From an optimization exercise on the open Yosys and OpenROAD flow, aimed at small area, a short achievable clock period and few clock cycles per item; shortcuts taken in it are not production practice.

Design modular_exponentiation_core, start of the top module:
module modular_exponentiation_core #(
    parameter int OPERAND_WIDTH = mexp_pkg::OPERAND_WIDTH_DEF
) (
    input  logic                            clk,
    input  logic                            rst_n,
    input  logic                            start,
    output logic                            busy,
    input  logic signed [OPERAND_WIDTH-1:0] base_value,
    input  logic        [OPERAND_WIDTH-1:0] exponent,
    input  logic        [OPERAND_WIDTH-1:0] modulus,
    output logic        [OPERAND_WIDTH-1:0] power_result,
    output logic                            modulus_zero,
    output logic                            done
);
    localparam int W  = 32;
    localparam int AW = 33;    
    localparam int I_IDLE  = 0;
    localparam int I_NZ    = 1;    
    localparam int I_NORM  = 2;    
    localparam int I_EXPZ  = 3;    
    localparam int I_BUB   = 4;    
    localparam int I_MUL   = 5;    
    localparam int I_CONV  = 6;    
    localparam int I_FIXB  = 7;    
    localparam int I_FIX   = 8;    
    localparam int I_FCONV = 9;    
    localparam int I_SHR   = 10;   
    localparam int I_DONE  = 11;
    localparam int NS      = 12;
    logic [NS-1:0]   st;
    logic [NS-1:0]   st_next;
    logic [W-1:0]    n_reg;      
    logic [W-1:0]    e_reg;      
    logic [W-1:0]    b_reg;      
    logic [AW-1:0]   r_reg;      
    logic [AW-1:0]   s_reg;      
    logic [AW-1:0]   c_reg;      
    logic [4:0]      sh_reg;     
    logic [4:0]      j_reg;      
    logic [5:0]      kc_reg;     
    logic [4:0]      ec_reg;     
    logic            sq_reg;     
    logic            dpos_reg;   
    logic            dneg_reg;   
    logic            dn1_reg;    
    logic            dn2_reg;    
    logic [3:0]      qq_reg;     
    logic [3:0]      qo;         
    logic [7:0]      e1u_reg;    
    logic [7:0]      e1v_reg;    
    logic            fany_reg;   
    logic            fm_reg;     
    logic [4:0]      mo_reg;     
  ...
Size: ~260 flip-flops, ~130 I/O pins, about 17,000 um2 of cells after synthesis.
clock: 9.0 ns
lec_check: 0
cap_margin: 20
core_margin: 2
core_utilization: 40
cts_cluster_diameter: 150
cts_cluster_size: 24
setup_slack_margin: 5
slew_margin: 20
synth_hierarchical: 1
synth_minimum_keep_size: 0
standard.sh (not shown) runs the stock make flow with config.mk's settings and CLKGATE_MAP_FILE= SYNTH_SCRIPT=/design/flow/synth_recipe.tcl, a recipe that flattens the netlist after the stock synthesis.
==> flow/flow/run.sh <==
#!/bin/bash
# Standard ORFS layout with two changes that leave the constraints alone:
# the port buffers are the smallest buffer cell, and the resizer aims for
# more setup slack than the clock period needs.
set -euo pipefail
bash standard.sh "BUFFER_PORTS_ARGS=-buffer_cell sky130_fd_sc_hd__buf_1" SETUP_SLACK_MARGIN=6.0 finish > orfs_make.log 2>&1
==> next run, changes <==
--- a/flow/design.v
+++ b/flow/design.v
@@ -77,28 +77,28 @@
     logic            dn1_reg;    
     logic            dn2_reg;    
     logic [3:0]      qq_reg;     
     logic [3:0]      qo;         
     logic [7:0]      e1u_reg;    
     logic [7:0]      e1v_reg;    
-    logic            fany_reg;   
-    logic            fm_reg;     
+    logic            first_reg;  
+    logic [7:0]      a3_reg;     
     logic [4:0]      mo_reg;     
     logic            mz_reg;
     logic            busy_reg;
     logic            done_reg;
     logic            x_inv;
     logic [AW-1:0]   s2, c2, da, xq, n1, n2;
     logic [AW-1:0]   r1s, r1c, r2s, r2c;
     assign n1    = {1'b0, n_reg};
     assign n2    = {n_reg, 1'b0};
-    assign qo    = {qq_reg[3] & ~fany_reg,
-                    qq_reg[2] & ~qq_reg[3] & ~fany_reg,
-                    (qq_reg[0] & ~qq_reg[1] & ~fany_reg) | fm_reg,
-                    ~qq_reg[0] & ~fany_reg};
-    assign x_inv = qq_reg[2] & ~fany_reg;
+    logic [3:0]      qqe;
+    assign qqe   = st[I_FIX] ? {2'b00, !r_reg[32], 1'b1} :
+                   first_reg ? 4'b0011 : qq_reg;
+    assign qo    = {qqe[3], qqe[2] & ~qqe[3], qqe[0] & ~qqe[1], ~qqe[0]};
+    assign x_inv = qqe[2];
     assign s2 = {s_reg[AW-2:0], 1'b0};
     assign c2 = {c_reg[AW-2:0], 1'b0};
     assign da = ({AW{dpos_reg}} & r_reg) | ({AW{dneg_reg}} & ~r_reg);
     assign xq = ({AW{qo[0]}} & n2) | ({AW{qo[1]}} & n1) |
                 ({AW{qo[2]}} & ~n1) | ({AW{qo[3]}} & ~n2);
     assign r1s = s2 ^ c2 ^ da;
@@ -130,13 +130,13 @@
             .v  (e2v),
             .k  (kth_all[8*k +: 8]),
             .ge (qq_next[k])
         );
     end
     logic [7:0]      a1_9, a2_9, t9;
-    logic [11:0]     a3_12;      
+    logic [11:0]     a3_12;
     logic            y_top, y_t1, y_t2;
     logic            ybit;
     logic            sq_next;
     logic [2:0]      ytop_next;
     assign y_top = sq_reg ? r_reg[32] : b_reg[31];
     assign y_t1  = sq_reg ? r_reg[31] : b_reg[30];
@@ -155,13 +155,13 @@
         endcase
     endfunction
     assign a1_9  = {r_reg[32], r_reg[32], r_reg[32:27]};
     assign a2_9  = {r_reg[32], r_reg[32:26]};
     assign a3_12 = {r_reg[32], r_reg[32], r_reg[32:23]} + {r_reg[32], r_reg[32:22]};
     assign t9 = ({8{mo_reg[0]}} & a1_9) | ({8{mo_reg[1]}} & a2_9) |
-                ({8{mo_reg[2]}} & a3_12[11:4]) | ({8{mo_reg[3]}} & ~a1_9) |
+                ({8{mo_reg[2]}} & a3_reg) | ({8{mo_reg[3]}} & ~a1_9) |
                 ({8{mo_reg[4]}} & ~a2_9);
     function automatic logic [31:0] kth_of(input int n);
         int c;
         logic [31:0] r;
         for (int k = 0; k < 4; k++)
         begin
@@ -288,26 +288,25 @@
                 e_reg  <= {e_reg[30:0], 1'b0};
                 ec_reg <= ec_reg - 5'd1;
             end
         end
         if (st[I_BUB])
         begin
+            a3_reg   <= a3_12[11:4];
             mo_reg   <= m_onehot({1'b0, y_t1, y_t2});
             dpos_reg <= 1'b0;
             dneg_reg <= y_top;
             dn1_reg  <= y_t1;
             dn2_reg  <= y_t2;
-            fany_reg <= 1'b1;
-            fm_reg   <= 1'b0;
+            first_reg <= 1'b1;
             j_reg    <= sq_reg ? 5'd29 : 5'd28;
             kc_reg   <= sq_reg ? (6'd32 - {1'b0, sh_reg}) : 6'd31;
         end
         if (st[I_MUL])
         begin
-            fany_reg <= 1'b0;
-            fm_reg   <= 1'b0;
+            first_reg <= 1'b0;
             dpos_reg <= dn1_reg;
             dneg_reg <= 1'b0;
             dn1_reg  <= dn2_reg;
             dn2_reg  <= ybit;
             mo_reg   <= m_onehot({1'b0, dn2_reg, ybit});
             j_reg    <= j_reg - 5'd1;
@@ -325,14 +324,12 @@
                 e_reg  <= {e_reg[30:0], 1'b0};
                 ec_reg <= ec_reg - 5'd1;
             end
         end
         if (st[I_FIXB])
         begin
-            fany_reg <= 1'b1;
-            fm_reg   <= r_reg[32];
             dpos_reg <= 1'b1;
             dneg_reg <= 1'b0;
         end
         if (st[I_FCONV])
             r_reg <= sum;
         if (st[I_SHR])
=>
- worst setup slack got worse by 0.18 ns
- clock-buffer cell count increases by 1
- via count fell by 1.4%
- synthesized area increases by 0.54%
- die area rose by 0.53%
- routed wire length went down by 2.5%
- final area rose by 1.0%
Function was not checked in any run of this note: the RTL went through the layout flow alone.

static timing again, ports no longer ideal:
In the flow no input, the clock included, has a driving cell. The finished layouts below were timed again as built, in two steps. Step 1 sets driving cells, clkbuf_16 on the clock port and buf_2 on the other inputs (assumed; they add their load-dependent delay and slew). Step 2 moves the port delays by t, midway between the first and last clock arrival at a register: inputs arrive t later, outputs are due t later. That takes back most of the time a late clock gives input paths. Slacks: ideal ports / drivers / drivers and shift; pairs: ideal ports / drivers.
run	t, ns	slack for setup (ns)	slew at the worst register clock pin (ns)
the first run	0.556	5.868 / 5.868 / 5.868	0.11 / 0.11
the second run	0.558	5.688 / 5.688 / 5.688	0.11 / 0.11
After both steps every run listed still meets setup and hold.
